Source: an optimization exercise on an open RTL-to-GDS flow (aim: small area, a short achievable clock period and few clock cycles per item). Production flows keep margins and buffers that such runs may drop. At most, simulation tests tie the RTL to the original design; equivalence was not proved. Function not checked in runs 4 to 6: the RTL went through the layout flow alone. No activity file was given, so power comes from the tool's default toggle rates.

<file path="run.sh">
#!/bin/bash
# synth_recipe.tcl (not shown) runs the flow's synth.tcl, then flattens the netlist and writes it again
# the make line also repeats each setting of config.mk as NAME=value (left out here)
make -C /OpenROAD-flow-scripts/flow DESIGN_CONFIG=/design/flow/config.mk WORK_HOME=/design/flow/orfs CLKGATE_MAP_FILE= SYNTH_SCRIPT=/design/flow/synth_recipe.tcl finish
</file>
<file path="design.v">
package iirl_pkg;
	localparam int CAPACITY_DEF    = 16;
	localparam int VALUE_WIDTH_DEF = 32;
	typedef enum logic [1:0] {
		FUNC_READ   = 2'd0,
		FUNC_INSERT = 2'd1,
		FUNC_REMOVE = 2'd2,
		FUNC_FILL   = 2'd3
	} func_t;
	typedef enum logic [1:0] {
		STAT_OK    = 2'd0,
		STAT_RANGE = 2'd1,
		STAT_FULL  = 2'd2
	} status_t;
	typedef struct packed {
		logic load;
		logic exec;
	} iirl_cmd_t;
endpackage
module iirl_ctrl (
	input  logic clk,
	input  logic arst_n,
	input  logic req_valid,
	output logic req_ready,
	output logic rsp_valid,
	input  logic rsp_ready,
	output logic load_q,    
	output logic exec,      
	output logic o_from_x,  
	output logic o_from_k,  
	output logic k_load     
);
	logic q_valid, o_valid, k_valid;
	logic take;
	assign take      = o_valid & rsp_ready;
	assign exec      = q_valid & ~k_valid;
	assign req_ready = ~q_valid | ~k_valid;
	assign rsp_valid = o_valid;
	assign load_q    = req_valid & req_ready;
	assign o_from_k  = k_valid & take;
	assign o_from_x  = exec & (~o_valid | take);
	assign k_load    = exec & o_valid & ~take;
	always_ff @(posedge clk or negedge arst_n) begin
		if (!arst_n) begin
			q_valid <= 1'b0;
			o_valid <= 1'b0;
			k_valid <= 1'b0;
		end else begin
			q_valid <= load_q | (q_valid & ~exec);
			o_valid <= o_from_k | o_from_x | (o_valid & ~take);
			k_valid <= k_load | (k_valid & ~take);
		end
	end
endmodule
module iirl_dpath #(
	parameter int CAPACITY    = iirl_pkg::CAPACITY_DEF,
	parameter int VALUE_WIDTH = iirl_pkg::VALUE_WIDTH_DEF,
	localparam int CNT_W      = $clog2(CAPACITY + 1)
) (
	input  logic                   clk,
	input  logic                   arst_n,
	input  logic                   load_q,
	input  logic                   exec,
	input  logic                   o_from_x,
	input  logic                   o_from_k,
	input  logic                   k_load,
	input  logic [1:0]             in_func,
	input  logic [CNT_W-1:0]       in_position,
	input  logic [VALUE_WIDTH-1:0] in_value,
	output logic [VALUE_WIDTH-1:0] element,
	output logic [CNT_W-1:0]       count,
	output logic [1:0]             status
);
	localparam int IW = $clog2(CAPACITY);
	localparam logic [CNT_W-1:0] CAP_C = CNT_W'(CAPACITY);
	iirl_pkg::func_t        func_q;
	logic [CNT_W-1:0]       pos_q;
	logic [VALUE_WIDTH-1:0] val_q;
	always_ff @(posedge clk) begin
		if (load_q) begin
			func_q <= iirl_pkg::func_t'(in_func);
			pos_q  <= in_position;
			val_q  <= in_value;
		end
	end
	logic [CNT_W-1:0]       used_q, used_d;
	logic [IW-1:0]          ptr_q [CAPACITY];
	logic [VALUE_WIDTH-1:0] word_q [CAPACITY];
	iirl_pkg::status_t status_d;
	logic rd_ok, ins_ok, rem_ok, fill_ok, elem_d;
	always_comb begin
		status_d = iirl_pkg::STAT_OK;
		used_d   = used_q;
		rd_ok    = 1'b0;
		ins_ok   = 1'b0;
		rem_ok   = 1'b0;
		fill_ok  = 1'b0;
		case (func_q)
			iirl_pkg::FUNC_READ: begin
				if (pos_q < used_q) rd_ok = 1'b1;
				else status_d = iirl_pkg::STAT_RANGE;
			end
			iirl_pkg::FUNC_INSERT: begin
				if (pos_q > used_q) begin
					status_d = iirl_pkg::STAT_RANGE;
				end else if (used_q == CAP_C) begin
					status_d = iirl_pkg::STAT_FULL;
				end else begin
					ins_ok = 1'b1;
					used_d = used_q + CNT_W'(1);
				end
			end
			iirl_pkg::FUNC_REMOVE: begin
				if (pos_q < used_q) begin
					rem_ok = 1'b1;
					used_d = used_q - CNT_W'(1);
				end else begin
					status_d = iirl_pkg::STAT_RANGE;
				end
			end
			default: begin
				if (pos_q > CAP_C) begin
					status_d = iirl_pkg::STAT_RANGE;
				end else begin
					fill_ok = 1'b1;
					used_d  = pos_q;
				end
			end
		endcase
	end
	assign elem_d = rd_ok | rem_ok;
	logic [IW-1:0] pos_slot, last_slot;
	assign pos_slot  = ptr_q[pos_q[IW-1:0]];
	assign last_slot = ptr_q[CAPACITY-1];
	always_ff @(posedge clk or negedge arst_n) begin
		if (!arst_n) used_q <= '0;
		else if (exec) used_q <= used_d;
	end
	for (genvar g = 0; g < CAPACITY; g++) begin : g_ptr
		localparam int PREV = (g == 0) ? 0 : g - 1;
		localparam int NEXT = (g == CAPACITY - 1) ? g : g + 1;
		localparam logic [CNT_W-1:0] IDX = CNT_W'(g);
		always_ff @(posedge clk or negedge arst_n) begin
			if (!arst_n) begin
				ptr_q[g] <= IW'(g);
			end else if (exec) begin
				if (ins_ok) begin
					if (IDX == pos_q) ptr_q[g] <= last_slot;
					else if (IDX > pos_q) ptr_q[g] <= ptr_q[PREV];
				end else if (rem_ok) begin
					if (g == CAPACITY - 1) ptr_q[g] <= pos_slot;
					else if (IDX >= pos_q) ptr_q[g] <= ptr_q[NEXT];
				end
			end
		end
	end
	for (genvar g = 0; g < CAPACITY; g++) begin : g_word
		always_ff @(posedge clk) begin
			if (exec && (fill_ok || (ins_ok && last_slot == IW'(g))))
				word_q[g] <= val_q;
		end
	end
	logic [IW-1:0]     k_slot;
	logic              k_elem;
	iirl_pkg::status_t k_status;
	always_ff @(posedge clk) begin
		if (k_load) begin
			k_slot   <= pos_slot;
			k_elem   <= elem_d;
			k_status <= status_d;
		end
	end
	logic [IW-1:0]          rd_slot;
	logic                   rd_elem;
	logic [VALUE_WIDTH-1:0] element_q;
	logic [CNT_W-1:0]       count_q;
	iirl_pkg::status_t      status_q;
	assign rd_slot = o_from_k ? k_slot : pos_slot;
	assign rd_elem = o_from_k ? k_elem : elem_d;
	always_ff @(posedge clk) begin
		if (o_from_k || o_from_x) begin
			element_q <= rd_elem ? word_q[rd_slot] : '0;
			count_q   <= o_from_k ? used_q : used_d;
			status_q  <= o_from_k ? k_status : status_d;
		end
	end
	assign element = element_q;
	assign count   = count_q;
	assign status  = status_q;
endmodule
module indexed_insert_remove_list #(
	parameter int CAPACITY    = iirl_pkg::CAPACITY_DEF,
	parameter int VALUE_WIDTH = iirl_pkg::VALUE_WIDTH_DEF,
	localparam int CNT_W      = $clog2(CAPACITY + 1)
) (
	input  logic                   clk,
	input  logic                   arst_n,
	input  logic                   req_valid,
	output logic                   req_ready,
	input  logic [1:0]             req_func,
	input  logic [CNT_W-1:0]       req_position,
	input  logic [VALUE_WIDTH-1:0] req_value,
	output logic                   rsp_valid,
	input  logic                   rsp_ready,
	output logic [VALUE_WIDTH-1:0] rsp_element,
	output logic [CNT_W-1:0]       rsp_count,
	output logic [1:0]             rsp_status
);
	logic load_q, exec, o_from_x, o_from_k, k_load;
	iirl_ctrl u_ctrl (
		.clk       (clk),
		.arst_n    (arst_n),
		.req_valid (req_valid),
		.req_ready (req_ready),
		.rsp_valid (rsp_valid),
		.rsp_ready (rsp_ready),
		.load_q    (load_q),
		.exec      (exec),
		.o_from_x  (o_from_x),
		.o_from_k  (o_from_k),
		.k_load    (k_load)
	);
	iirl_dpath #(
		.CAPACITY    (CAPACITY),
		.VALUE_WIDTH (VALUE_WIDTH)
	) u_dpath (
		.clk         (clk),
		.arst_n      (arst_n),
		.load_q      (load_q),
		.exec        (exec),
		.o_from_x    (o_from_x),
		.o_from_k    (o_from_k),
		.k_load      (k_load),
		.in_func     (req_func),
		.in_position (req_position),
		.in_value    (req_value),
		.element     (rsp_element),
		.count       (rsp_count),
		.status      (rsp_status)
	);
endmodule
</file>
<file path="constraint.sdc">
create_clock -name core_clock -period 5.0 [get_ports {clk}]
set_input_delay 1.0000 -clock core_clock [delete_from_list [all_inputs] [get_ports {clk}]]
set_output_delay 1.0000 -clock core_clock [all_outputs]
set_load 0.01 [all_outputs]
</file>
<file path="config.mk">
export PLATFORM = sky130hd
export DESIGN_NAME = indexed_insert_remove_list
export DESIGN_NICKNAME = indexed_insert_remove_list
export VERILOG_FILES = /design/flow/design.v
export SDC_FILE = /design/flow/constraint.sdc
export NUM_CORES = 4
export LEC_CHECK = 0
export CAP_MARGIN = 20
export CELL_PAD_IN_SITES_DETAIL_PLACEMENT = 2
export CELL_PAD_IN_SITES_GLOBAL_PLACEMENT = 2
export CORE_MARGIN = 2
export CORE_UTILIZATION = 35
export SLEW_MARGIN = 20
</file>
==> results.txt, run 1 <==
- The leakage power total is 0.0100 µW.
- Relative to the synthesized area, the layout overhead comes to 18.0%.
- Combinational cells account for 24.4% of the total power.
- During synthesis, Yosys emitted a total of 4 warnings.
- The multiplexer share of the synthesized area is 2.22%.
- The number of antenna-violating nets in the routed design is 0.
- The library cell used most frequently in the layout, excluding fill and tap cells, is sky130_fd_sc_hd__edfxtp_1.
- Headroom to the max-slew limit came out at 32.1%.
- After clock tree synthesis, the clock-pin slew on the worst setup and hold paths is 0.06 ns.
- The via count of the first global-routing pass is 19100.
- The hold violation count in the final report is 0.
- Counting the fill cells in the layout gives 7466.
- In the synthesized netlist the async set-or-reset flop fraction comes to 10.8%.
- The initial utilization of the core area, before any placement, comes to 35.5%.
- After floorplanning, the core was divided into 101 placement rows.
- The number of unique standard cell types used by synthesis is 67.
- By area the synthesized netlist is led by sky130_fd_sc_hd__edfxtp_1 66%, sky130_fd_sc_hd__a22oi_1 5.2%, sky130_fd_sc_hd__dfrtp_1 3.7%.
- The peak per-stage delay on the critical path is 0.81 ns.
- The leading register cell type out of synthesis is sky130_fd_sc_hd__edfxtp_1.
- The sequential cell area in the final layout is 19800 µm².
- From left edge to right edge, the die measures 282 µm.
- The global-route congestion overflow total is 0.
- The longest clock path from root to sink contains 3 buffers.
- The multi-input combinational cells in the finished layout cover a total of 6870 µm².
- The library cells used most frequently in the layout, excluding fill and tap cells, are 597 x sky130_fd_sc_hd__edfxtp_1, 186 x sky130_fd_sc_hd__a22oi_1, 159 x sky130_fd_sc_hd__nand2_1, 150 x sky130_fd_sc_hd__a21oi_1, 88 x sky130_fd_sc_hd__o21ai_0.
- The total buffers and inverters traversed by the critical path is 3.
- The worst voltage drop across the vdd grid is 0.236 mV.
- The HPWL reported at the end of detailed placement is 54.5 mm.
- Summed over all failing endpoints, the final setup total negative slack is 0 ns.
- The number of antenna diodes in the final layout is 0.
- The largest family of logic cells by synthesized area is compound AO/OA/AOI/OAI gates.
- The ratio of routed vias to standard cells is 5.73.
- The post-route standard cell area excluding fillers is 31900 µm².
- The part of the total power dissipated in sequential elements is 44.7%.
- The post-route netlist has 13.8% of its cells at a drive strength greater than 1.
- Entering global routing, the biggest net connects 73 pins.
- On the final layout, the worst clock skew is 0.0237 ns.
- The detailed-router iteration count before antenna repair is 6.
- In this run the cell area measured after placement is 29500 µm².
- The worst setup path is captured at a flop.
- Counting every sink on the clock net gives 669.
- Traced cell by cell, the critical path runs through buf_4, mux2i_1, nor4_1, nor4_1, nand4b_1, nand2_2, buf_12, nor4_4, buf_4, a2111oi_0, a21oi_1.
- The synthesized netlist devotes 13.5% of its cell area to compound gates.
- In this run the standard cell core region covers 76200 µm².
- The number of antenna violations at the first check in global routing is 1.
- Summing the areas of all and, or, nand and nor instances in the mapped netlist gives 8.45% of the synthesized area.
- The number of violations of the max-capacitance limit is 0.
- The synthesized netlist occupies a cell area of 27000 µm².
- Summed over all nets, the switching power comes to 5880 µW.
- The H-tree was split into 3 levels.
- The number of nets in the synthesized netlist is 1886.
- Buffers inserted during clock tree synthesis total 76.
- The die footprint is 79400 µm².
- The part of the cycle the worst path needs is 93.9%.
- Summing the areas of all fa, ha and maj instances in the mapped netlist gives 0.324% of the synthesized area.
- The final critical-path required period is 4.70 ns.
- The I/O pin count is 84.
- The first routing iteration left 1352 violations.
- For the worst setup path, the data required time is 5.34 ns.
- The global-route wire length before repair is 134 mm.
- The top-area cell type share of the netlist area is 66.3%.
- The number of standard cells after synthesis is 1836.
- The all-layer global routing usage is 23.2%.
- The number of slew-limit violations in the final report was 0.
- The internal portion of the total power is 11700 µW.
- The quantity of I/O buffers inserted on ports is 83.
- On the critical path, the stage with the largest delay is an instance of sky130_fd_sc_hd__edfxtp_1.
- The power density normalized to cell area is 551 nW/µm².
- The startpoint-to-endpoint class of the critical path is flop to flop.
- The min-delay analysis places its worst path in the category primary input to asynchronous set/reset pin.
- The worst setup path is launched from a flop.
- Setup repair after global routing left no endpoint under its margin.
- The flow ran to the end and the layout has no timing, DRC or antenna violations.
- Measured in cells, the most critical reg-to-reg path has a length of 11.
- In the final routed layout, each cell accounts on average for 30.0 µm.
- The clock power share is 30.9%.
- The total of hold buffers inserted after clock tree synthesis is 0.
- For this run, design rule violations remaining after detail routing come to 0.
- The register bit total from synthesis is 669.
- The net count of the finished layout is 2010.
- The routability congestion estimate is 0.786.
- The overall via count from detail_route is 17500.
- The share of the yosys chip area belonging to registers is 73.2%.
- Summed over all instances, the cell type with the most area after synthesis is sky130_fd_sc_hd__edfxtp_1.
- The xor/xnor cell area share of the yosys netlist is 0.0972%.
- Among cell families on the critical path, the largest total delay comes from simple AND/OR/NAND/NOR gates.
- The clock insertion delay at the later pin of the skew report is 0.62 ns.
- The final setup violation count is 0.
- The cell at the root of the clock tree is sky130_fd_sc_hd__clkbuf_16.
- The final layout contains routed wiring with a total length of 91.3 mm.
- The number of flops mapped to enable cells by yosys is 597.
- For the pin with the worst max-slew slack, the measured transition is 1.01 ns.
- Data arrives at the worst endpoint at 5.03 ns.
- The TritonCTS clock tree is done.
- The count of cells resized by post-cts repair is 0.
- Of the total power, the share spent switching nets is 33.5%.
- Along the worst path, the maximum fanout reaches 32.
- The cell count along the critical path is 11.
- The height of the die is 282 µm.
- In this run the post-CTS setup repair buffer count came out at 0.
- The mean instance size in the synthesized netlist is 14.7 µm².
- Timing would allow up to 213 MHz.
## worst reg2reg max path, stage by stage, from the launching register on
cell	delay, ns
sky130_fd_sc_hd__edfxtp_1	0.81
sky130_fd_sc_hd__buf_4	0.39
sky130_fd_sc_hd__mux2i_1	0.23
sky130_fd_sc_hd__nor4_1	0.07
sky130_fd_sc_hd__nor4_1	0.72
sky130_fd_sc_hd__nand4b_1	0.28
sky130_fd_sc_hd__nand2_2	0.45
sky130_fd_sc_hd__buf_12	0.26
sky130_fd_sc_hd__nor4_4	0.07
sky130_fd_sc_hd__buf_4	0.35
sky130_fd_sc_hd__a2111oi_0	0.67
sky130_fd_sc_hd__a21oi_1	0.13
## registers in the layout, summed over array words and instances (netlist names)
register	count
u_ctrl.k_valid	1
u_dpath.func_q	2
u_dpath.used_q	5
u_dpath.count_q	5
u_dpath.k_slot	4
u_dpath.k_elem	1
u_dpath.pos_q	5
u_ctrl.o_valid	1
u_dpath.val_q	32
u_ctrl.q_valid	1
u_dpath.ptr_q	64
u_dpath.status_q	2
u_dpath.word_q	512
u_dpath.k_status	2
u_dpath.element_q	32
## kinds of logic after synthesis
| family | count (synthesis) |
|---|---|
| adder cells (fa/ha/maj) | 7 |
| multiplexers | 55 |
| AO/OA/AOI/OAI | 547 |
| AND/OR/NAND/NOR | 426 |
| flip-flops | 669 |
| buffers and inverters | 129 |
| XOR/XNOR | 3 |
## metrics by stage
step	instances	setup WS (ns)	total power [µW]	hold WS (ns)	utilization [%]
after floorplan	1836	0.494	9990	0.470	-
after global placement	2912	0.485	12000	0.498	38.7
after detailed placement	2912	0.466	12300	0.509	38.7
after CTS	3048	0.391	17800	0.518	41.8
after global routing	3048	0.0103	18300	0.490	41.8
final	3048	0.304	17600	0.445	41.8
## path summary, 6_finish.rpt
kind | from | slack, ns | to
min | arst_n | 0.45 | u_dpath.ptr_q[10][2]
max reg2reg | u_dpath.pos_q[2] | 0.30 | u_dpath.element_q[30]
min reg2reg | u_dpath.ptr_q[6][1] | 0.52 | u_dpath.ptr_q[6][1]
max | u_dpath.pos_q[2] | 0.30 | u_dpath.element_q[30]
max in group asynchronous | arst_n | 4.04 | u_dpath.ptr_q[1][3]
min in group core_clock | u_dpath.ptr_q[6][1] | 0.52 | u_dpath.ptr_q[6][1]
## area by class of cell
class                           count  share of cell area (%)
Sequential cell                   669                    62.0
Multi-Input combinational cell   1038                    21.6
Clock buffer                       96                    6.23
Timing Repair Buffer              163                    4.85
Tap cell                         1030                    4.04
Clock inverter                     40                    1.19
Inverter                           12                   0.141
## metal layers
metal	track usage, %	part of all wire, %
met5	0	0
met4	5.86	2.1
met3	2.80	4.0
met2	39.0	49
met1	32.0	45
## Yosys cell counts (4+ instances only)
cell type / number
sky130_fd_sc_hd__o21ai_0: 88
sky130_fd_sc_hd__nand3b_1: 4
sky130_fd_sc_hd__nor2b_1: 9
sky130_fd_sc_hd__buf_4: 12
sky130_fd_sc_hd__a22o_1: 5
sky130_fd_sc_hd__and4_1: 12
sky130_fd_sc_hd__mux2i_1: 35
sky130_fd_sc_hd__nand4_1: 47
sky130_fd_sc_hd__nor4_1: 4
sky130_fd_sc_hd__mux2_2: 15
sky130_fd_sc_hd__a31oi_1: 19
sky130_fd_sc_hd__ha_1: 7
sky130_fd_sc_hd__a211oi_1: 8
sky130_fd_sc_hd__nand2_1: 160
sky130_fd_sc_hd__nor2_1: 54
sky130_fd_sc_hd__a21o_1: 8
sky130_fd_sc_hd__dfstp_2: 32
sky130_fd_sc_hd__clkbuf_1: 52
sky130_fd_sc_hd__o21ai_1: 4
sky130_fd_sc_hd__nor4_4: 11
sky130_fd_sc_hd__edfxtp_1: 597
sky130_fd_sc_hd__inv_1: 11
sky130_fd_sc_hd__a2bb2oi_1: 7
sky130_fd_sc_hd__nand3_1: 75
sky130_fd_sc_hd__and3_1: 13
sky130_fd_sc_hd__a32oi_1: 7
sky130_fd_sc_hd__dfrtp_1: 40
sky130_fd_sc_hd__o211ai_1: 4
sky130_fd_sc_hd__nor4_2: 6
sky130_fd_sc_hd__o221a_1: 22
sky130_fd_sc_hd__buf_2: 47
sky130_fd_sc_hd__a22oi_1: 186
sky130_fd_sc_hd__and3b_1: 5
sky130_fd_sc_hd__a21oi_1: 150
sky130_fd_sc_hd__a222oi_1: 7
sky130_fd_sc_hd__nor3_1: 11
sky130_fd_sc_hd__nand2b_1: 4
sky130_fd_sc_hd__buf_1: 4
sky130_fd_sc_hd__and2_1: 6
## power groups by stage
stage	logic [µW]	clock network [µW]	registers [µW]
global route	4610	5740	7930
detailed placement	4310	0	7950
finish	4290	5430	7850
CTS	4340	5560	7860
floorplan	2360	0	7630
global placement	4150	0	7900
Testbench counts, summed over its fixed seeds: cycles 32,016, items 32,000.
==> run 2, diff against run 1 <==
--- a/config.mk
+++ b/config.mk
@@ -11,3 +11,4 @@
 export CORE_MARGIN = 2
-export CORE_UTILIZATION = 35
+export CORE_UTILIZATION = 50
+export SETUP_SLACK_MARGIN = 3.0
 export SLEW_MARGIN = 20
==> run 2 against run 1 <==
  * The run now fails in 4_1_cts
  * Synthesized cell count did not move
  * Synthesized area unchanged
==> results.txt, run 2 <==
- In this run, post-CTS repair resized a total of 184 instances.
- Once the clock tree was built, the setup fixing pass inserted 111 buffers.
- The share of flip-flops with an asynchronous set or reset after synthesis is 10.8%.
- The first error in the log reads "[ERROR DPL-0033] detailed placement checks failed during check placement".
- The maximum level of the CTS H-tree is 3.
- The number of warnings printed during yosys synthesis is 4.
- Counting along the longest clock path gives a buffer depth of 3.
- The share of the Yosys chip area taken by registers is 73.2%.
- The overall die width is 236 µm.
- Routability-driven placement finished with a final weighted congestion of 0.825.
- The leading register cell type out of synthesis is sky130_fd_sc_hd__edfxtp_1.
- The top-area cell type share of the netlist area is 66.3%.
- The combined area of all synthesized cells is 27000 µm².
- The number of unique standard cell types used by synthesis is 67.
- Counting flops with a built-in enable in the synthesized netlist gives 597.
- Pin placement for this block handled 84 I/O pins.
- The cell at the root of the clock tree is sky130_fd_sc_hd__clkbuf_16.
- During placement, the flow inserted port buffers numbering 83.
- The halt point of the flow is 4_1_cts.
- The count of clock tree sinks is 669.
- The number of clock buffers added by TritonCTS is 72.
- The flow did not finish.
- Row generation in the floorplan step produced 85 rows.
- The HPWL reported at the end of detailed placement is 73.8 mm.
- The number of hold buffers added after CTS was 0.
- The number of cells after detailed placement is 2572.
- Summed over all instances, the cell type with the most area after synthesis is sky130_fd_sc_hd__edfxtp_1.
- By area the synthesized netlist is led by sky130_fd_sc_hd__edfxtp_1 66%, sky130_fd_sc_hd__a22oi_1 5.2%, sky130_fd_sc_hd__dfrtp_1 3.7%.
- The register bit total from synthesis is 669.
- The initial utilization of the core area, before any placement, comes to 50.4%.
- The most instantiated library cell after synthesis is sky130_fd_sc_hd__edfxtp_1.
- The number of nets in the synthesized netlist is 1886.
- The commonest cells after synthesis are 597 x sky130_fd_sc_hd__edfxtp_1, 186 x sky130_fd_sc_hd__a22oi_1, 160 x sky130_fd_sc_hd__nand2_1.
- The height of the die is 236 µm.
- The worst setup slack before clock tree synthesis is -0.180 ns.
- The number of standard cells after synthesis is 1836.
- The mean instance size in the synthesized netlist is 14.7 µm².
==> run 2: stage by stage <==
step           instance area, µm²  utilization [%]
2_1_floorplan               27700                -
3_3_place_gp                29400             54.9
3_5_place_dp                29400             54.9
==> run 2: cell families after synthesis <==
kind of cell,synth area share [%]
AO/OA/AOI/OAI,13.5
buffers and inverters,2.23
multiplexers,2.22
adder cells (fa/ha/maj),0.324
flip-flops,73.2
AND/OR/NAND/NOR,8.45
XOR/XNOR,0.0973
==> run 2: worst max path at each step <==
stage                             to  slack [ns]  cells past startpoint
2_1_floorplan  u_dpath.word_q[12][0]        2.04                     10
3_3_place_gp   u_dpath.element_q[20]        0.64                     11
3_5_place_dp   u_dpath.element_q[13]       -0.18                     11
==> run 2: power by group through the flow <==
stage / Clock, µW / Combinational [µW] / Sequential [µW]
floorplan: 0 / 2670 / 7610
global placement: 0 / 4210 / 7830
detailed placement: 0 / 4730 / 8080
==> run 3, diff against run 2 <==
--- a/config.mk
+++ b/config.mk
@@ -7,2 +7,3 @@
 export LEC_CHECK = 0
+export ABC_CLOCK_PERIOD_IN_PS = 2500
 export CAP_MARGIN = 20
@@ -12,3 +13,3 @@
 export CORE_UTILIZATION = 50
-export SETUP_SLACK_MARGIN = 3.0
+export SETUP_SLACK_MARGIN = 2.5
 export SLEW_MARGIN = 20
==> run 3 against run 2 <==
  * The flow stops in 3_5_place_dp
  * Synthesized area stayed put
  * Synthesized cell count stayed put
==> results.txt, run 3 <==
- The run stopped with a tool error.
- The most instantiated library cell after synthesis is sky130_fd_sc_hd__edfxtp_1.
- The share of the yosys chip area belonging to registers is 73.2%.
- It got as far as 3_5_place_dp and failed there.
- The quantity of I/O buffers inserted on ports is 83.
- The initial utilization of the core area, before any placement, comes to 50.4%.
- The combined area of all synthesized cells is 27000 µm².
- For this run, the leading register cell type out of synthesis is sky130_fd_sc_hd__edfxtp_1.
- The HPWL after detailed placement is 76.9 mm.
- The share of flip-flops with an asynchronous set or reset after synthesis is 10.8%.
- The routability congestion estimate is 0.873.
- Synthesis handed over a netlist of 1836 instances.
- The number of nets in the synthesized netlist is 1886.
- The tool reported: "[ERROR DPL-0033] detailed placement checks failed during check placement".
- The share of synthesized area in the top cell type comes to 66.3%.
- The synthesized design spends more area on one cell type than any other, namely sky130_fd_sc_hd__edfxtp_1.
- The average instance in the mapped netlist occupies 14.7 µm².
- Counting instances in the post-synthesis netlist gives the leading cell types as 597 x sky130_fd_sc_hd__edfxtp_1, 186 x sky130_fd_sc_hd__a22oi_1, 160 x sky130_fd_sc_hd__nand2_1.
- The count of standard-cell rows is 85.
- Counting distinct cell types in the post-synthesis netlist gives 67.
- 84 I/O pins were placed.
- From left edge to right edge, the die measures 236 µm.
- After synthesis, the cell types taking the most area are sky130_fd_sc_hd__edfxtp_1 66%, sky130_fd_sc_hd__a22oi_1 5.2%, sky130_fd_sc_hd__dfrtp_1 3.7%.
- The number of flops mapped to enable cells by yosys is 597.
- The synthesized design contains 669 register bits.
- The height of the die is 236 µm.
- The number of warnings printed during yosys synthesis is 4.
run 3: cell families after synthesis:
logic type      count (synthesis)  synth area share [%]
mux                            55                  2.22
compound gates                547                  13.5
buf+inv                       129                  2.23
simple gates                  426                  8.45
xor+xnor                        3                0.0973
fa+ha+maj                       7                 0.324
flops                         669                  73.2
run 3: stage by stage:
step | worst slack, ns | cell area, µm²
after global placement | 0.401 | 29300
after floorplan | 2.04 | 27600
run 3: how the worst max path moves through the flow:
stage | from | endpoint | slack (ns) | cells after the start
floorplan | u_dpath.pos_q[2] | u_dpath.word_q[12][0] | 2.04 | 10
global placement | u_dpath.pos_q[1] | u_dpath.element_q[23] | 0.40 | 12
run 3: power groups by stage:
stage | clock, µW | sequential (µW) | combinational (µW)
global placement | 0 | 7860 | 4120
floorplan | 0 | 7610 | 2630
==> run 4, diff against run 3 <==
--- a/design.v
+++ b/design.v
@@ -30,3 +30,4 @@
 	output logic o_from_k,  
-	output logic k_load     
+	output logic k_load,    
+	output logic k_busy     
 );
@@ -42,2 +43,3 @@
 	assign k_load    = exec & o_valid & ~take;
+	assign k_busy    = k_valid;
 	always_ff @(posedge clk or negedge arst_n) begin
@@ -66,2 +68,3 @@
 	input  logic                   k_load,
+	input  logic                   k_busy,
 	input  logic [1:0]             in_func,
@@ -75,2 +78,3 @@
 	localparam logic [CNT_W-1:0] CAP_C = CNT_W'(CAPACITY);
+	localparam logic [IW-1:0]    LAST  = IW'(CAPACITY - 1);
 	iirl_pkg::func_t        func_q;
@@ -86,3 +90,3 @@
 	logic [CNT_W-1:0]       used_q, used_d;
-	logic [IW-1:0]          ptr_q [CAPACITY];
+	logic [IW-1:0]          pos_of_q [CAPACITY];
 	logic [VALUE_WIDTH-1:0] word_q [CAPACITY];
@@ -131,5 +135,2 @@
 	assign elem_d = rd_ok | rem_ok;
-	logic [IW-1:0] pos_slot, last_slot;
-	assign pos_slot  = ptr_q[pos_q[IW-1:0]];
-	assign last_slot = ptr_q[CAPACITY-1];
 	always_ff @(posedge clk or negedge arst_n) begin
@@ -138,27 +139,37 @@
 	end
-	for (genvar g = 0; g < CAPACITY; g++) begin : g_ptr
-		localparam int PREV = (g == 0) ? 0 : g - 1;
-		localparam int NEXT = (g == CAPACITY - 1) ? g : g + 1;
-		localparam logic [CNT_W-1:0] IDX = CNT_W'(g);
+	logic [IW-1:0] x;
+	assign x = pos_q[IW-1:0];
+	for (genvar s = 0; s < CAPACITY; s++) begin : g_slot
+		logic at_last;
+		assign at_last = (pos_of_q[s] == LAST);
 		always_ff @(posedge clk or negedge arst_n) begin
 			if (!arst_n) begin
-				ptr_q[g] <= IW'(g);
+				pos_of_q[s] <= IW'(s);
 			end else if (exec) begin
 				if (ins_ok) begin
-					if (IDX == pos_q) ptr_q[g] <= last_slot;
-					else if (IDX > pos_q) ptr_q[g] <= ptr_q[PREV];
+					if (at_last) pos_of_q[s] <= x;
+					else if (pos_of_q[s] >= x) pos_of_q[s] <= pos_of_q[s] + IW'(1);
 				end else if (rem_ok) begin
-					if (g == CAPACITY - 1) ptr_q[g] <= pos_slot;
-					else if (IDX >= pos_q) ptr_q[g] <= ptr_q[NEXT];
-				end
-			end
-		end
-	end
-	for (genvar g = 0; g < CAPACITY; g++) begin : g_word
+					if (pos_of_q[s] == x) pos_of_q[s] <= LAST;
+					else if (pos_of_q[s] > x) pos_of_q[s] <= pos_of_q[s] - IW'(1);
+				end
+			end
+		end
 		always_ff @(posedge clk) begin
-			if (exec && (fill_ok || (ins_ok && last_slot == IW'(g))))
-				word_q[g] <= val_q;
-		end
-	end
-	logic [IW-1:0]     k_slot;
+			if (exec && (fill_ok || (ins_ok && at_last)))
+				word_q[s] <= val_q;
+		end
+	end
+	logic [IW-1:0] rd_pos;
+	always_ff @(posedge clk) begin
+		if (k_load) rd_pos <= rem_ok ? LAST : x;
+		else if (load_q && (!k_busy || o_from_k)) rd_pos <= in_position[IW-1:0];
+		else if (o_from_k) rd_pos <= x;
+	end
+	logic [VALUE_WIDTH-1:0] rd_word;
+	always_comb begin
+		rd_word = '0;
+		for (int s = 0; s < CAPACITY; s++)
+			if (pos_of_q[s] == rd_pos) rd_word = rd_word | word_q[s];
+	end
 	logic              k_elem;
@@ -167,3 +178,2 @@
 		if (k_load) begin
-			k_slot   <= pos_slot;
 			k_elem   <= elem_d;
@@ -172,3 +182,2 @@
 	end
-	logic [IW-1:0]          rd_slot;
 	logic                   rd_elem;
@@ -177,3 +186,2 @@
 	iirl_pkg::status_t      status_q;
-	assign rd_slot = o_from_k ? k_slot : pos_slot;
 	assign rd_elem = o_from_k ? k_elem : elem_d;
@@ -181,3 +189,3 @@
 		if (o_from_k || o_from_x) begin
-			element_q <= rd_elem ? word_q[rd_slot] : '0;
+			element_q <= rd_elem ? rd_word : '0;
 			count_q   <= o_from_k ? used_q : used_d;
@@ -208,3 +216,3 @@
 );
-	logic load_q, exec, o_from_x, o_from_k, k_load;
+	logic load_q, exec, o_from_x, o_from_k, k_load, k_busy;
 	iirl_ctrl u_ctrl (
@@ -220,3 +228,4 @@
 		.o_from_k  (o_from_k),
-		.k_load    (k_load)
+		.k_load    (k_load),
+		.k_busy    (k_busy)
 	);
@@ -233,2 +242,3 @@
 		.k_load      (k_load),
+		.k_busy      (k_busy),
 		.in_func     (req_func),
--- a/config.mk
+++ b/config.mk
@@ -7,8 +7,7 @@
 export LEC_CHECK = 0
-export ABC_CLOCK_PERIOD_IN_PS = 2500
 export CAP_MARGIN = 20
-export CELL_PAD_IN_SITES_DETAIL_PLACEMENT = 2
-export CELL_PAD_IN_SITES_GLOBAL_PLACEMENT = 2
+export CELL_PAD_IN_SITES_DETAIL_PLACEMENT = 1
+export CELL_PAD_IN_SITES_GLOBAL_PLACEMENT = 1
 export CORE_MARGIN = 2
-export CORE_UTILIZATION = 50
+export CORE_UTILIZATION = 40
 export SETUP_SLACK_MARGIN = 2.5
==> run 4 against run 3 <==
  * Synthesized area rose by 12%
  * Now clean on timing, DRC and antenna
  * Synthesized cell count is 19% higher
==> results.txt, run 4 <==
- The routability congestion estimate is 0.805.
- After synthesis, the largest area contributor takes up 59.0% of total cell area.
- The cell at the slowest stage of the critical path is sky130_fd_sc_hd__a2111oi_1.
- After clock tree synthesis, the clock-pin slew on the worst setup and hold paths is 0.06 ns.
- The startpoint-to-endpoint class of the critical path is flop to flop.
- In this run, synthesis inferred 597 flip-flops with an integrated enable.
- The TritonCTS clock tree is done.
- In the final routed layout, each cell accounts on average for 34.8 µm.
- The worst hold path belongs to the class primary input to asynchronous set/reset pin.
- Net switching is 41.1% of the power.
- sky130_fd_sc_hd__edfxtp_1 is the most common cell in the netlist.
- The minimum setup slack among reg-to-reg paths is 2.04 ns.
- The library cell used most frequently in the layout, excluding fill and tap cells, is sky130_fd_sc_hd__edfxtp_1.
- Once placement finished, the instance area stood at 32900 µm².
- The ratio of routed vias to standard cells is 6.49.
- The total power is 27100 µW.
- The clock net in this run drives a total of 669 sinks.
- Setup violations remaining at the end of the flow were counted as 0.
- The actual slew at the worst max-slew pin is 1.09 ns.
- The die footprint is 78100 µm².
- Of all flip-flops after synthesis, the portion carrying an async set or reset was 10.8%.
- The clock reaches the later pin of the worst-skew pair after 0.64 ns.
- The first detailed-routing pass took 5 iterations.
- The largest registers in the layout are u_dpath.word_q: 512 flops, u_dpath.pos_of_q: 64 flops.
- The reported net switching power is 11100 µW.
- The number of standard cells after synthesis is 2182.
- The worst setup slack before clock tree synthesis is 1.33 ns.
- In the finished design, the share of the clock period the worst path needs comes to 59.2%.
- Once detail routing completed, the nets flagged for antenna violations numbered 0.
- The tool flagged a number of max-cap violations equal to 0.
- The mean instance size in the synthesized netlist is 13.9 µm².
- The register with the most flip-flops in the layout has 512 of them.
- The fill cell instance count of the final layout is 7044.
- The count of buffers added on input and output ports is 83.
- The worst-case clock skew is 0.0349 ns.
- The final net count is 2711.
- The commonest cells after synthesis are 597 x sky130_fd_sc_hd__edfxtp_1, 112 x sky130_fd_sc_hd__a21oi_1, 103 x sky130_fd_sc_hd__ha_1.
- The most used flip-flop cell after synthesis is sky130_fd_sc_hd__edfxtp_1.
- The launch instance of the worst register-to-register path is u_dpath.pos_q[2].
- The dominant delay contributor by cell family on the critical path is compound AO/OA/AOI/OAI gates.
- The via count of the first global-routing pass is 23200.
- Traced cell by cell, the critical path runs through ha_4, nor2_4, a21oi_4, buf_6, nor4_4, buf_12, buf_12, buf_6, a32oi_4, a2111oi_1, a211oi_2.
- The core area is 75600 µm².
- The largest net degree at the start of global routing is 59.
- The total of hold buffers inserted after clock tree synthesis is 0.
- The number of slew-limit violations in the final report is 0.
- The detailed router placed 23300 vias in this run.
- Setup repair after global routing could not meet its margin everywhere.
- No sink is reached through more buffers than the 3 on the longest clock path.
- Per report_power, the clock group accounts for 20.1% of the total.
- Per report_power, the combinational group accounts for 48.2% of the total.
- The number of placed instances, taps included, is 3174.
- The relative area change from synthesis to final layout is 38.8%.
- The final non-filler cell total is 3596.
- The highest clock rate is 338 MHz.
- The top cell types in the final layout, fill and taps aside, are 597 x sky130_fd_sc_hd__edfxtp_1, 144 x sky130_fd_sc_hd__buf_4, 99 x sky130_fd_sc_hd__a22o_1, 99 x sky130_fd_sc_hd__clkbuf_16, 83 x sky130_fd_sc_hd__buf_12.
- 84 I/O pins were placed.
- The leakage power total is 0.0147 µW.
- The number of nets in the synthesized netlist is 2328.
- IR analysis of the VDD net gives a maximum drop of 0.374 mV.
- Of the synthesized area, sequential elements account for 65.1%.
- The number of warnings printed during yosys synthesis is 4.
- Detailed placement finished with a half-perimeter wire length of 57.7 mm.
- The worst setup path is launched from a flop.
- The number of buffers and inverters on the critical path is 4.
- Summing every instance area after synthesis gives 30400 µm².
- At the worst endpoint, the arrival time is 3.48 ns.
- The first global-routing pass estimated 164 mm of wire.
- The register bit total from synthesis is 669.
- For this run, the slowest stage of the critical path takes 0.56 ns.
- Clock tree synthesis inserted a total of 76 buffers.
- The worst register-to-register path ends at u_dpath.pos_of_q[3][0].
- The number of unique standard cell types used by synthesis is 67.
- Summed over all instances, the cell type with the most area after synthesis is sky130_fd_sc_hd__edfxtp_1.
- For the finished layout, the period the worst path requires is 2.96 ns.
- Summed over all layers, the global routing overflow is 0.
- The repair_antennas step left the layout with diodes totalling 0.
- The cell at the root of the clock tree is sky130_fd_sc_hd__clkbuf_16.
- The floorplan has 101 rows.
- For this run, design rule violations remaining after detail routing come to 0.
- The overall die width is 280 µm.
- The internal power component is 16000 µW.
- STA puts the critical path data required time at 5.52 ns.
- The worst-case headroom to the max-slew limit is 27.1%.
- The hold violation count in the final report is 0.
- The height of the die is 280 µm.
- In the final timing run, aggregate negative setup slack is 0 ns.
- The maximum fanout along the worst path is 4.
- The wire length reported by the detailed router is 125 mm.
- The path depth of the worst reg2reg path is 11.
- Global routing used 29.0% of the available tracks across all layers.
- The register ranked first by flip-flop count is u_dpath.word_q.
- The power density normalized to cell area is 643 nW/µm².
- The maximum level of the CTS H-tree is 3.
- The number of antenna violations at the first check in global routing is 0.
- The number of design-rule violations left by the first detailed-router iteration is 2353.
- The fraction of layout cells with a size suffix above 1 is 33.1%.
- The finished cells cover 42100 µm².
- The run finished with no timing, DRC or antenna violations.
- Across all setup checks in the final design, the least slack found is 2.04 ns.
- The part of the total power dissipated in sequential elements is 31.7%.
- The initial utilization of the core area, before any placement, comes to 40.2%.
- The kind of end point of the critical path is a flop.
- Yosys attributes the largest share of cell area to sky130_fd_sc_hd__edfxtp_1 59%, sky130_fd_sc_hd__ha_1 4.2%, sky130_fd_sc_hd__dfrtp_1 3.3%.
==> run 4: stage by stage <==
step                util [%]  hold slack, ns
floorplan                  -           0.509
global placement        43.5           0.540
detailed placement      43.5           0.543
CTS                     51.6           0.539
global route            55.8           0.534
finish                  55.8           0.502
==> run 4: how the worst max path moves through the flow <==
stage / from / to / slack [ns] / cells past startpoint
final: u_dpath.pos_q[2] / u_dpath.pos_of_q[3][0] / 2.04 / 11
after global routing: u_dpath.pos_q[2] / u_dpath.pos_of_q[3][0] / 2.05 / 11
after CTS: u_dpath.pos_q[3] / u_dpath.word_q[7][31] / 2.29 / 11
after detailed placement: rsp_ready / u_dpath.element_q[14] / 1.33 / 5
after global placement: u_dpath.pos_q[2] / u_dpath.word_q[0][26] / 1.39 / 7
after floorplan: u_dpath.pos_q[0] / u_dpath.word_q[13][0] / 1.97 / 9
==> run 4: metal layers <==
layer	share of wire (%)	global-route usage, %
met1	39	37.1
met2	49	48.9
met3	7.5	4.84
met4	5.2	11.9
met5	0	0
==> run 4: power groups by stage <==
stage | combinational, µW | clock [µW] | sequential, µW
2_1_floorplan | 5900 | 0 | 7950
3_3_place_gp | 8170 | 0 | 8590
3_5_place_dp | 8470 | 0 | 8640
4_1_cts | 10700 | 5480 | 8470
5_1_grt | 13600 | 5690 | 8680
6_report | 13000 | 5450 | 8580
==> run 4: final cells by class <==
type	count	area (µm²)	share of cell area [%]
clock buffer	98	2030	4.81
clock inverter	33	338	0.802
inverter	84	334	0.793
multi-input combinational	1278	12100	28.7
sequential	669	19800	46.9
tap	978	1220	2.90
timing repair buffer	456	6330	15.0
==> run 4: cell families (layout without fill, tap and decap cells) <==
| kind of cell | Yosys count | count (layout) | share of synthesized area [%] |
|---|---|---|---|
| AOI/OAI and AO/OA | 698 | 703 | 17.5 |
| DFF | 669 | 669 | 65.1 |
| and+or+nand+nor | 403 | 403 | 7.59 |
| buffers and inverters | 240 | 671 | 3.58 |
| adders and majority gates | 103 | 103 | 4.24 |
| xor gates and xnor gates | 64 | 64 | 1.85 |
| muxes | 5 | 5 | 0.169 |
==> run 4: what timing repair did <==
action / 4_1_cts / 5_1_grt
buffers inserted: 142 / 85
endpoints found under the setup margin: 697 / 609
hold endpoints to repair: 0 / 0
resized for setup: 340 / 323
pin swaps: 82 / 128
gates cloned: 40 / 24
==> run 5, diff against run 4 <==
--- a/design.v
+++ b/design.v
@@ -26,3 +26,3 @@
 	input  logic rsp_ready,
-	output logic load_q,    
+	output logic q_free,    
 	output logic exec,      
@@ -37,5 +37,5 @@
 	assign exec      = q_valid & ~k_valid;
-	assign req_ready = ~q_valid | ~k_valid;
+	assign q_free    = ~q_valid | ~k_valid;
+	assign req_ready = q_free;
 	assign rsp_valid = o_valid;
-	assign load_q    = req_valid & req_ready;
 	assign o_from_k  = k_valid & take;
@@ -50,3 +50,3 @@
 		end else begin
-			q_valid <= load_q | (q_valid & ~exec);
+			q_valid <= (q_free & req_valid) | (q_valid & ~exec);
 			o_valid <= o_from_k | o_from_x | (o_valid & ~take);
@@ -63,3 +63,3 @@
 	input  logic                   arst_n,
-	input  logic                   load_q,
+	input  logic                   q_free,
 	input  logic                   exec,
@@ -79,12 +79,14 @@
 	localparam logic [IW-1:0]    LAST  = IW'(CAPACITY - 1);
-	iirl_pkg::func_t        func_q;
-	logic [CNT_W-1:0]       pos_q;
-	logic [VALUE_WIDTH-1:0] val_q;
-	always_ff @(posedge clk) begin
-		if (load_q) begin
-			func_q <= iirl_pkg::func_t'(in_func);
-			pos_q  <= in_position;
-			val_q  <= in_value;
-		end
-	end
+	function automatic logic gt4(input logic [IW-1:0] a, input logic [IW-1:0] b);
+		logic r;
+		r = 1'b0;
+		for (int i = 0; i < IW; i++) r = (a[i] & ~b[i]) | (~(a[i] ^ b[i]) & r);
+		gt4 = r;
+	endfunction
+	function automatic logic gt5(input logic [CNT_W-1:0] a, input logic [CNT_W-1:0] b);
+		logic r;
+		r = 1'b0;
+		for (int i = 0; i < CNT_W; i++) r = (a[i] & ~b[i]) | (~(a[i] ^ b[i]) & r);
+		gt5 = r;
+	endfunction
 	logic [CNT_W-1:0]       used_q, used_d;
@@ -92,41 +94,33 @@
 	logic [VALUE_WIDTH-1:0] word_q [CAPACITY];
-	iirl_pkg::status_t status_d;
-	logic rd_ok, ins_ok, rem_ok, fill_ok, elem_d;
+	logic [CNT_W-1:0]       pos_q;
+	logic [VALUE_WIDTH-1:0] val_q;
+	logic                   rd_ok, ins_ok, rem_ok, fill_ok;
+	iirl_pkg::status_t      status_d;
+	logic [CNT_W-1:0]  len_in;
+	logic              in_rd, in_ins, in_rem, in_fill;
+	iirl_pkg::status_t in_status;
+	assign len_in = exec ? used_d : used_q;
 	always_comb begin
-		status_d = iirl_pkg::STAT_OK;
-		used_d   = used_q;
-		rd_ok    = 1'b0;
-		ins_ok   = 1'b0;
-		rem_ok   = 1'b0;
-		fill_ok  = 1'b0;
-		case (func_q)
+		in_status = iirl_pkg::STAT_OK;
+		in_rd     = 1'b0;
+		in_ins    = 1'b0;
+		in_rem    = 1'b0;
+		in_fill   = 1'b0;
+		case (in_func)
 			iirl_pkg::FUNC_READ: begin
-				if (pos_q < used_q) rd_ok = 1'b1;
-				else status_d = iirl_pkg::STAT_RANGE;
+				if (gt5(len_in, in_position)) in_rd = 1'b1;
+				else in_status = iirl_pkg::STAT_RANGE;
 			end
 			iirl_pkg::FUNC_INSERT: begin
-				if (pos_q > used_q) begin
-					status_d = iirl_pkg::STAT_RANGE;
-				end else if (used_q == CAP_C) begin
-					status_d = iirl_pkg::STAT_FULL;
-				end else begin
-					ins_ok = 1'b1;
-					used_d = used_q + CNT_W'(1);
-				end
+				if (gt5(in_position, len_in)) in_status = iirl_pkg::STAT_RANGE;
+				else if (len_in == CAP_C) in_status = iirl_pkg::STAT_FULL;
+				else in_ins = 1'b1;
 			end
 			iirl_pkg::FUNC_REMOVE: begin
-				if (pos_q < used_q) begin
-					rem_ok = 1'b1;
-					used_d = used_q - CNT_W'(1);
-				end else begin
-					status_d = iirl_pkg::STAT_RANGE;
-				end
+				if (gt5(len_in, in_position)) in_rem = 1'b1;
+				else in_status = iirl_pkg::STAT_RANGE;
 			end
 			default: begin
-				if (pos_q > CAP_C) begin
-					status_d = iirl_pkg::STAT_RANGE;
-				end else begin
-					fill_ok = 1'b1;
-					used_d  = pos_q;
-				end
+				if (gt5(in_position, CAP_C)) in_status = iirl_pkg::STAT_RANGE;
+				else in_fill = 1'b1;
 			end
@@ -134,3 +128,21 @@
 	end
+	always_ff @(posedge clk) begin
+		if (q_free) begin
+			pos_q    <= in_position;
+			val_q    <= in_value;
+			rd_ok    <= in_rd;
+			ins_ok   <= in_ins;
+			rem_ok   <= in_rem;
+			fill_ok  <= in_fill;
+			status_d <= in_status;
+		end
+	end
+	logic elem_d;
 	assign elem_d = rd_ok | rem_ok;
+	always_comb begin
+		used_d = used_q;
+		if (ins_ok) used_d = used_q + CNT_W'(1);
+		if (rem_ok) used_d = used_q - CNT_W'(1);
+		if (fill_ok) used_d = pos_q;
+	end
 	always_ff @(posedge clk or negedge arst_n) begin
@@ -142,16 +154,20 @@
 	for (genvar s = 0; s < CAPACITY; s++) begin : g_slot
-		logic at_last;
-		assign at_last = (pos_of_q[s] == LAST);
+		logic [IW-1:0] v, nv, step;
+		logic at_last, at_x, above_x;
+		assign v       = pos_of_q[s];
+		assign at_last = &v;
+		assign at_x    = (v == x);
+		assign above_x = gt4(v, x);
+		logic carry;
+		always_comb begin
+			carry = 1'b1;
+			for (int b = 0; b < IW; b++) begin
+				step[b] = v[b] ^ carry;
+				carry   = carry & (v[b] ^ ~ins_ok);
+			end
+		end
+		assign nv = ins_ok ? (at_last ? x : step) : (at_x ? LAST : step);
 		always_ff @(posedge clk or negedge arst_n) begin
-			if (!arst_n) begin
-				pos_of_q[s] <= IW'(s);
-			end else if (exec) begin
-				if (ins_ok) begin
-					if (at_last) pos_of_q[s] <= x;
-					else if (pos_of_q[s] >= x) pos_of_q[s] <= pos_of_q[s] + IW'(1);
-				end else if (rem_ok) begin
-					if (pos_of_q[s] == x) pos_of_q[s] <= LAST;
-					else if (pos_of_q[s] > x) pos_of_q[s] <= pos_of_q[s] - IW'(1);
-				end
-			end
+			if (!arst_n) pos_of_q[s] <= IW'(s);
+			else if (exec && (ins_ok || rem_ok) && (at_x || above_x)) pos_of_q[s] <= nv;
 		end
@@ -165,3 +181,3 @@
 		if (k_load) rd_pos <= rem_ok ? LAST : x;
-		else if (load_q && (!k_busy || o_from_k)) rd_pos <= in_position[IW-1:0];
+		else if (q_free && (!k_busy || o_from_k)) rd_pos <= in_position[IW-1:0];
 		else if (o_from_k) rd_pos <= x;
@@ -216,3 +232,3 @@
 );
-	logic load_q, exec, o_from_x, o_from_k, k_load, k_busy;
+	logic q_free, exec, o_from_x, o_from_k, k_load, k_busy;
 	iirl_ctrl u_ctrl (
@@ -224,3 +240,3 @@
 		.rsp_ready (rsp_ready),
-		.load_q    (load_q),
+		.q_free    (q_free),
 		.exec      (exec),
@@ -237,3 +253,3 @@
 		.arst_n      (arst_n),
-		.load_q      (load_q),
+		.q_free      (q_free),
 		.exec        (exec),
--- a/config.mk
+++ b/config.mk
@@ -12,3 +12,3 @@
 export CORE_UTILIZATION = 40
-export SETUP_SLACK_MARGIN = 2.5
+export SETUP_SLACK_MARGIN = 2.8
 export SLEW_MARGIN = 20
==> run 5 against run 4 <==
  * Non-clock buffer count down 33
  * First-iteration DRC count increased by 13%
  * Sequential share of layout area is 3.0 points higher
  * Die area down 2.5%
  * Sequential power grew 13%
  * Critical path type unchanged
  * Critical endpoint is now u_dpath.status_d[0]
==> results.txt, run 5 <==
- The worst reg2reg path endpoint is u_dpath.status_d[0].
- The relative area change from synthesis to final layout is 34.6%.
- The maximum clock insertion buffer count is 3.
- The startpoint-to-endpoint class of the critical path is flop to flop.
- The mean instance size in the synthesized netlist is 14.1 µm².
- The combined area of all synthesized cells is 29600 µm².
- The kind of end point of the critical path is a flop.
- The launch instance of the worst register-to-register path is u_dpath.rem_ok.
- The detail route stage leaves a number of antenna-violating nets equal to 0.
- The I/O pin count is 84.
- After floorplanning, the core was divided into 99 placement rows.
- The leakage power total is 0.0136 µW.
- Setup repair after global routing could not meet its margin everywhere.
- Global routing used 29.0% of the available tracks across all layers.
- The worst hold margin is 0.367 ns.
- In this run the power density over the cells is 724 nW/µm².
- By instance count, the leading cell after synthesis is sky130_fd_sc_hd__edfxtp_1.
- In this run the tool buffered the top-level ports with 83 buffer cells.
- The via count of the first global-routing pass is 21800.
- The TritonCTS clock tree is done.
- The height of the die is 276 µm.
- The tree is rooted in a sky130_fd_sc_hd__clkbuf_16.
- The starting utilization of the core area is 40.5%.
- The register ranked first by flip-flop count is u_dpath.word_q.
- The first routing iteration left 2649 violations.
- The wire length reported by the detailed router is 116 mm.
- The setup total negative slack is 0 ns.
- Leaving out fill and tap cells, the most frequent cell in the layout is sky130_fd_sc_hd__edfxtp_1.
- The count of clock tree sinks is 673.
- The flow ran to the end and the layout has no timing, DRC or antenna violations.
- The worst voltage drop across the vdd grid is 0.330 mV.
- The worst hold-check path type is primary input to asynchronous set/reset pin.
- At the end of routability-driven placement, the weighted congestion stood at 0.767.
- In this run the register-to-register setup slack is 2.36 ns.
- Dividing the detail-routed wire length by the instance count gives 33.5 µm.
- The most used flip-flop cell after synthesis is sky130_fd_sc_hd__edfxtp_1.
- The worst-case clock skew is 0.0332 ns.
- The clock reaches the later pin of the worst-skew pair after 0.65 ns.
- Leaving out fill and tap cells, the most frequent cells in the layout are 601 x sky130_fd_sc_hd__edfxtp_1, 140 x sky130_fd_sc_hd__buf_4, 110 x sky130_fd_sc_hd__buf_12, 103 x sky130_fd_sc_hd__nor2_1, 98 x sky130_fd_sc_hd__a22o_1.
- Cells fill 54.6% of the core in the end.
- For this run, the number of standard cells in the final layout without fillers is 3466.
- The first global-routing pass estimated 160 mm of wire.
- Subtracting the final worst setup slack from the clock period gives 2.64 ns.
- Max-cap violations in this run came to 0.
- The number of slew-limit violations in the final report is 0.
- The highest clock rate is 379 MHz.
- After detailed placement, the design holds a cell count of 3020.
- Yosys printed 4 warnings.
- Counting cells, the worst reg-to-reg path comes to 10.
- The total cell area at the placement stage is 31300 µm².
- The HPWL reported at the end of detailed placement is 46.1 mm.
- At the pin with the least slew margin, the transition time is 0.867 ns.
- CTS built an H-tree with a depth of 3.
- The number of unique standard cell types used by synthesis is 66.
- Of the available clock period, the critical path in the final layout requires 52.8%.
- After synthesis, the cell types taking the most area are sky130_fd_sc_hd__edfxtp_1 61%, sky130_fd_sc_hd__dfrtp_1 3.4%, sky130_fd_sc_hd__ha_1 3.1%.
- The critical path data required time is 5.41 ns.
- The share of the Yosys chip area taken by registers is 67.2%.
- For the worst setup path, the data arrival time is 3.04 ns.
- Clock-pin slew was measured on the worst setup and hold paths at 0.06 ns.
- The final net count is 2569.
- The hold violation count in the final report was 0.
- Counting flops with a built-in enable in the synthesized netlist gives 601.
- After synthesis, the largest area contributor takes up 60.9% of total cell area.
- After synthesis the netlist holds a flip-flop and latch count of 673.
- The detailed-router iteration count before antenna repair is 18.
- The commonest cells after synthesis are 601 x sky130_fd_sc_hd__edfxtp_1, 108 x sky130_fd_sc_hd__nor2_1, 99 x sky130_fd_sc_hd__a22o_1.
- Entering global routing, the biggest net connects 87 pins.
- Of all flip-flops after synthesis, the portion carrying an async set or reset was 10.7%.
- The global-route congestion overflow total is 0.
- The region available for standard cell placement spans 73100 µm².
- Of all cell types, the one taking the most synthesized area is sky130_fd_sc_hd__edfxtp_1.
- In this run the horizontal extent of the chip is 276 µm.
- The number of antenna violations at the first check in global routing is 3.
- The fraction of layout cells with a size suffix above 1 is 31.9%.
- The remaining design rule violation count is 0.
- Dividing the detail-routed via count by the number of cells gives 6.32.
- 0 antenna diodes ended up in the layout.
- The maximum fanout along the worst path is 7.
- The register with the most flip-flops in the layout has 512 of them.
- Synthesis produced a netlist whose cell count is 2105.
- The number of nets in the synthesized netlist is 2222.
- In the final layout, the registers with the most flip-flops are u_dpath.word_q: 512 flops, u_dpath.pos_of_q: 64 flops.
- The startpoint type of the worst setup path is a flop.
- The detailed router placed 21900 vias in this run.
- The floorplan step defined a die boundary enclosing 76200 µm².
- The number of buffers inserted during clock tree synthesis is 73.
- Setup violations remaining at the end of the flow were counted as 0.
- In this run the tightest slew margin relative to its limit is 42.2%.
- The post-route standard cell area excluding fillers is 39900 µm².
run 5: repair_timing:
action / 4_1_cts / 5_1_grt
endpoints found under the setup margin: 697 / 453
setup buffers: 205 / 65
gates cloned: 42 / 4
resized for setup: 482 / 181
hold buffers: 0 / 0
pin swaps: 87 / 138
run 5: cell type report:
class / count / area, µm²
Clock buffer: 96 / 1930
Clock inverter: 34 / 329
Fill cell: 6917 / 33200
Inverter: 21 / 100
Multi-Input combinational cell: 1260 / 10900
Sequential cell: 673 / 19900
Tap cell: 959 / 1200
Timing Repair Buffer: 423 / 5530
run 5: worst max path at each step:
stage / start / to / slack (ns) / depth (start not counted)
6_report: u_dpath.rem_ok / u_dpath.status_d[0] / 2.36 / 10
5_1_grt: u_dpath.rem_ok / u_dpath.status_d[0] / 2.25 / 9
4_1_cts: u_dpath.used_q[1] / u_dpath.status_d[0] / 2.42 / 12
3_5_place_dp: rsp_ready / u_dpath.element_q[20] / 1.62 / 5
3_3_place_gp: rsp_ready / u_dpath.element_q[7] / 1.65 / 5
2_1_floorplan: u_dpath.used_q[1] / u_dpath.status_d[0] / 2.52 / 9
run 5: stage by stage:
step           power, µW  worst slack (ns)
2_1_floorplan      14900              2.52
3_3_place_gp       17700              1.65
3_5_place_dp       18100              1.62
4_1_cts            27100              2.42
5_1_grt            29900              2.25
6_report           28900              2.36
run 5: cells by family (layout without fill, tap and decap cells):
logic type / after synthesis / in the layout / share of synthesized area (%)
AO/OA/AOI/OAI: 643 / 643 / 15.6
XOR/XNOR: 64 / 64 / 1.94
adder cells (fa/ha/maj): 74 / 74 / 3.13
buffers and inverters: 187 / 574 / 3.15
flip-flops: 673 / 673 / 67.2
multiplexers: 32 / 32 / 1.09
AND/OR/NAND/NOR: 432 / 447 / 7.94
run 5: power breakdown:
group | internal, µW | total, µW | switching, µW
Clock | 2920 | 5310 | 2390
Sequential | 8050 | 9710 | 1660
Combinational | 6230 | 13800 | 7610
run 5: metal layers:
metal,global-route usage (%),vias up,wire [µm]
li1,-,9101,-
met1,38.3,11400,45500
met2,47.7,1164,55900
met3,5.21,243,9910
met4,11.5,6,4620
met5,0,-,57
run 5: worst max-delay path, stage by stage (launching register included):
cell and delay (ns):
sky130_fd_sc_hd__edfxtp_1 0.53, sky130_fd_sc_hd__nor2b_2 0.23, sky130_fd_sc_hd__a41oi_2 0.16, sky130_fd_sc_hd__mux2i_1 0.15, sky130_fd_sc_hd__a221o_1 0.39, sky130_fd_sc_hd__inv_2 0.10, sky130_fd_sc_hd__ha_4 0.22, sky130_fd_sc_hd__a21oi_4 0.13
sky130_fd_sc_hd__o21ai_2 0.07, sky130_fd_sc_hd__a41o_1 0.22, sky130_fd_sc_hd__and3b_1 0.18
==> run 6, diff against run 5 <==
--- a/config.mk
+++ b/config.mk
@@ -12,3 +12,2 @@
 export CORE_UTILIZATION = 40
-export SETUP_SLACK_MARGIN = 2.8
 export SLEW_MARGIN = 20
==> run 6 against run 5 <==
  * Largest power group is now sequential cells
  * Clock skew decreased by 0.0049 ns
  * Sequential share of layout area up 9.3 points
  * Critical path depth is 3 lower
  * Still clean on timing, DRC and antenna
  * Worst setup slack lost 1.1 ns
  * Largest cell class unchanged
  * Final area fell by 16%
  * Clock power shrank 0.9%
  * First-iteration DRC count shrank 32%
==> results.txt, run 6 <==
- The clock insertion delay at the later pin of the skew report is 0.63 ns.
- The routed design uses 44.6 mm of met2 wire.
- The flip-flop count of the largest register after layout is 512.
- The final net count is 2268.
- The leading register cell type out of synthesis is sky130_fd_sc_hd__edfxtp_1.
- The kind of end point of the critical path is a flop.
- The fraction of layout cells with a size suffix above 1 is 10.5%.
- CTS saw 673 sinks.
- The flow ran to the end and the layout has no timing, DRC or antenna violations.
- In the routed layout, each cell is associated on average with a via count of 6.14.
- For the pin with the worst max-slew slack, the measured transition is 1.12 ns.
- For this run, asynchronously set or reset flops after synthesis account for 10.7%.
- The number of antenna diodes in the final layout is 0.
- For this run the aggregate overflow at the end of global routing stands at 0.
- The number of violations of the max-capacitance limit is 0.
- Row generation in the floorplan step produced 99 rows.
- The first routing iteration left 1810 violations.
- The total cell area at the placement stage is 31300 µm².
- The routed design could run at a clock period as short as 3.72 ns.
- The die footprint is 76200 µm².
- For this configuration, the core starts out at a cell density of 40.5%.
- The die is 276 µm tall.
- After detailed routing, the met3 layer carries 4.29 mm of wire.
- TritonCTS built the clock tree.
- Summing every instance area after synthesis gives 29600 µm².
- The share of the Yosys chip area taken by registers is 67.2%.
- After clock tree synthesis, the repair step resized 0 gates.
- The startpoint type of the worst setup path is a flop.
- The biggest area contributor in the post-synthesis netlist is sky130_fd_sc_hd__edfxtp_1.
- CTS built an H-tree with a depth of 3.
- The worst setup path is of the flop to flop kind.
- Across the VDD grid, the largest voltage drop is 0.521 mV.
- The worst hold-check path type is primary input to asynchronous set/reset pin.
- Entering global routing, the biggest net connects 126 pins.
- The global-route wire length before repair is 135 mm.
- Leaving out fill and tap cells, the most frequent cell in the layout is sky130_fd_sc_hd__edfxtp_1.
- Global routing used 23.6% of the available tracks.
- The wire length reported by the detailed router is 90.9 mm.
- Static timing analysis puts the maximum clock frequency at 269 MHz.
- Yosys attributes the largest share of cell area to sky130_fd_sc_hd__edfxtp_1 61%, sky130_fd_sc_hd__dfrtp_1 3.4%, sky130_fd_sc_hd__ha_1 3.1%.
- The maximum fanout along the worst path is 24.
- The hold violation count in the final report is 0.
- The number of antenna violations at the first check in global routing is 0.
- The clock arrives with 0.0284 ns of skew.
- The number of slew-limit violations in the final report is 0.
- The routed layout has 19500 vias.
- The number of buffers inserted to repair setup after CTS is 0.
- The root buffer cell chosen for the clock tree is sky130_fd_sc_hd__clkbuf_16.
- The synthesized design contains 601 enable-type register cells.
- After clock tree synthesis, the flow added hold-fix buffers numbering 0.
- For this run, the detailed router's first-pass iteration total came to 16.
- The number of antenna-violating nets in the routed design is 0.
- Leaving out fill and tap cells, the most frequent cells in the layout are 601 x sky130_fd_sc_hd__edfxtp_1, 107 x sky130_fd_sc_hd__nor2_1, 99 x sky130_fd_sc_hd__a22o_1, 96 x sky130_fd_sc_hd__a221oi_1, 91 x sky130_fd_sc_hd__nand2_1.
- The relative area change from synthesis to final layout is 13.4%.
- Synthesis produced 2105 cells.
- The via count of the first global-routing pass is 20100.
- Counting the buffers created by CTS gives 72.
- The largest registers in the layout are u_dpath.word_q: 512 flops, u_dpath.pos_of_q: 64 flops.
- u_dpath.word_q holds more flip-flops than any other register.
- The commonest cells after synthesis are 601 x sky130_fd_sc_hd__edfxtp_1, 108 x sky130_fd_sc_hd__nor2_1, 99 x sky130_fd_sc_hd__a22o_1.
- The design draws 23300 µW.
- The top cell type by area accounts for 60.9% of the synthesized area.
- In this run the static leakage power is 0.0111 µW.
- After routing the design area is 33600 µm².
- The die is 276 µm wide.
- In the routed design, unresolved DRC markers number 0.
- The worst setup slack before clock tree synthesis is 1.23 ns.
- The total area inside the core boundary comes to 73100 µm².
- The number of warnings printed during yosys synthesis is 4.
- The number of nets in the synthesized netlist is 2222.
- Data on the critical path is required at its endpoint by 5.37 ns.
- For the worst setup path, the data arrival time is 4.09 ns.
- Clock-pin slew was measured on the worst setup and hold paths at 0.06 ns.
- The detailed router put a total of 39.9 mm of wire on met1.
- The average wire per cell in the routed design is 28.7 µm.
- The maximum clock insertion buffer count is 3.
- Setup violations remaining at the end of the flow were counted as 0.
- The uppermost layer routed is met4.
- After synthesis, the netlist uses 66 different library cells.
- The most instantiated library cell after synthesis is sky130_fd_sc_hd__edfxtp_1.
- The congestion estimate from routability-driven global placement came to 0.782.
- The quantity of I/O buffers inserted on ports is 83.
- Setup repair after global routing left no endpoint under its margin.
- The HPWL after detailed placement is 49.9 mm.
- Synthesis inferred 673 register bits.
- The part of the cycle the worst path needs is 74.5%.
- The mean instance size in the synthesized netlist is 14.1 µm².
- The worst-case headroom to the max-slew limit is 25.3%.
- The final worst slack is 1.28 ns.
- Summed over all failing endpoints, the final setup total negative slack is 0 ns.
- In this run the power density over the cells is 692 nW/µm².
- During I/O placement, the number of pins put on the boundary was 84.
-- run 6: cell counts after synthesis --
No cell type changed its count.
-- run 6: metrics by stage --
| step | hold slack, ns | util [%] | std cells |
|---|---|---|---|
| detailed placement | 0.474 | 42.8 | 3036 |
| floorplan | 0.426 | - | 2105 |
| global placement | 0.470 | 42.8 | 3035 |
| finish | 0.460 | 46.0 | 3167 |
| CTS | 0.464 | 46.0 | 3167 |
| global route | 0.475 | 46.0 | 3167 |
-- run 6: critical path, stage by stage, from the launching register on --
cell	delay, ns
sky130_fd_sc_hd__edfxtp_1	0.55
sky130_fd_sc_hd__inv_1	0.78
sky130_fd_sc_hd__nand2_1	0.18
sky130_fd_sc_hd__o311ai_0	0.79
sky130_fd_sc_hd__ha_1	0.41
sky130_fd_sc_hd__a2111oi_0	0.45
sky130_fd_sc_hd__a221o_1	0.27
sky130_fd_sc_hd__nor2_1	0.05
-- run 6: power breakdown --
part / switching [µW] / internal [µW]
Sequential: 1520 / 8040
Combinational: 5310 / 3130
Clock: 2250 / 3010
-- run 6: cell type report --
cell class / instances / area, µm²
repair buffers: 138 / 1290
clock inverters: 43 / 405
fillers: 7306 / 39500
flip-flops and latches: 673 / 19900
clock buffers: 88 / 1880
well taps: 959 / 1200
inverters: 21 / 78.8
multi-input cells: 1245 / 8850
-- run 6: worst paths after layout --
| kind | cells after the start | start | end | slack [ns] |
|---|---|---|---|---|
| hold / removal | 1 | arst_n | u_dpath.pos_of_q[13][1] | 0.46 |
| setup / recovery | 7 | u_dpath.fill_ok | u_dpath.rd_ok | 1.28 |
| max in group asynchronous | 2 | arst_n | u_dpath.pos_of_q[4][2] | 3.61 |
| setup reg to reg | 7 | u_dpath.fill_ok | u_dpath.rd_ok | 1.28 |
| hold reg to reg | 0 | u_dpath.status_d[1] | u_dpath.k_status[1] | 0.50 |
| min in group core_clock | 0 | u_dpath.status_d[1] | u_dpath.k_status[1] | 0.50 |
-- run 6: layer usage --
layer  track usage, %  vias to the layer above
met5                0                        -
li1                 -                     8511
met4             6.08                        0
met1             32.7                    10300
met3             2.73                      133
met2             39.8                      555
-- run 6: cell families (layout without fill, tap and decap cells) --
| group | after synthesis | after routing | share of synthesized area, % |
|---|---|---|---|
| flops | 673 | 673 | 67.2 |
| mux | 32 | 32 | 1.09 |
| simple gates | 432 | 432 | 7.94 |
| fa+ha+maj | 74 | 74 | 3.13 |
| xor+xnor | 64 | 64 | 1.94 |
| buf+inv | 187 | 290 | 3.15 |
| compound gates | 643 | 643 | 15.6 |

static timing again, ports no longer ideal:
In the flow no input, the clock included, has a driving cell. The finished layouts below were timed again as built, in two steps.
Step 1 sets driving cells, clkbuf_16 on the clock port and buf_2 on the other inputs (assumed; they add their load-dependent delay and slew).
Step 2 also shifts input and output timing later by t, the mid clock arrival at the registers, as if the neighbouring blocks saw the same clock.
a / b / c = ideal / step 1 / step 2; a / b = the first two.
run	t (ns)	setup WS [ns]	worst register clock-pin slew, ns	worst slew at a driven data input, ns
run 1	0.677	0.304 / 0.304 / 0.304	0.06 / 0.06	0.05
run 4	0.689	2.038 / 2.038 / 1.861	0.07 / 0.07	0.06
run 5	0.706	2.361 / 2.361 / 2.022	0.07 / 0.07	0.05
run 6	0.676	1.277 / 1.277 / 1.277	0.07 / 0.07	0.05
After both steps every run listed still meets setup and hold. For run 5, which loses most, drivers alone change the setup slack by 0.000 ns; drivers and shift together by -0.339 ns.
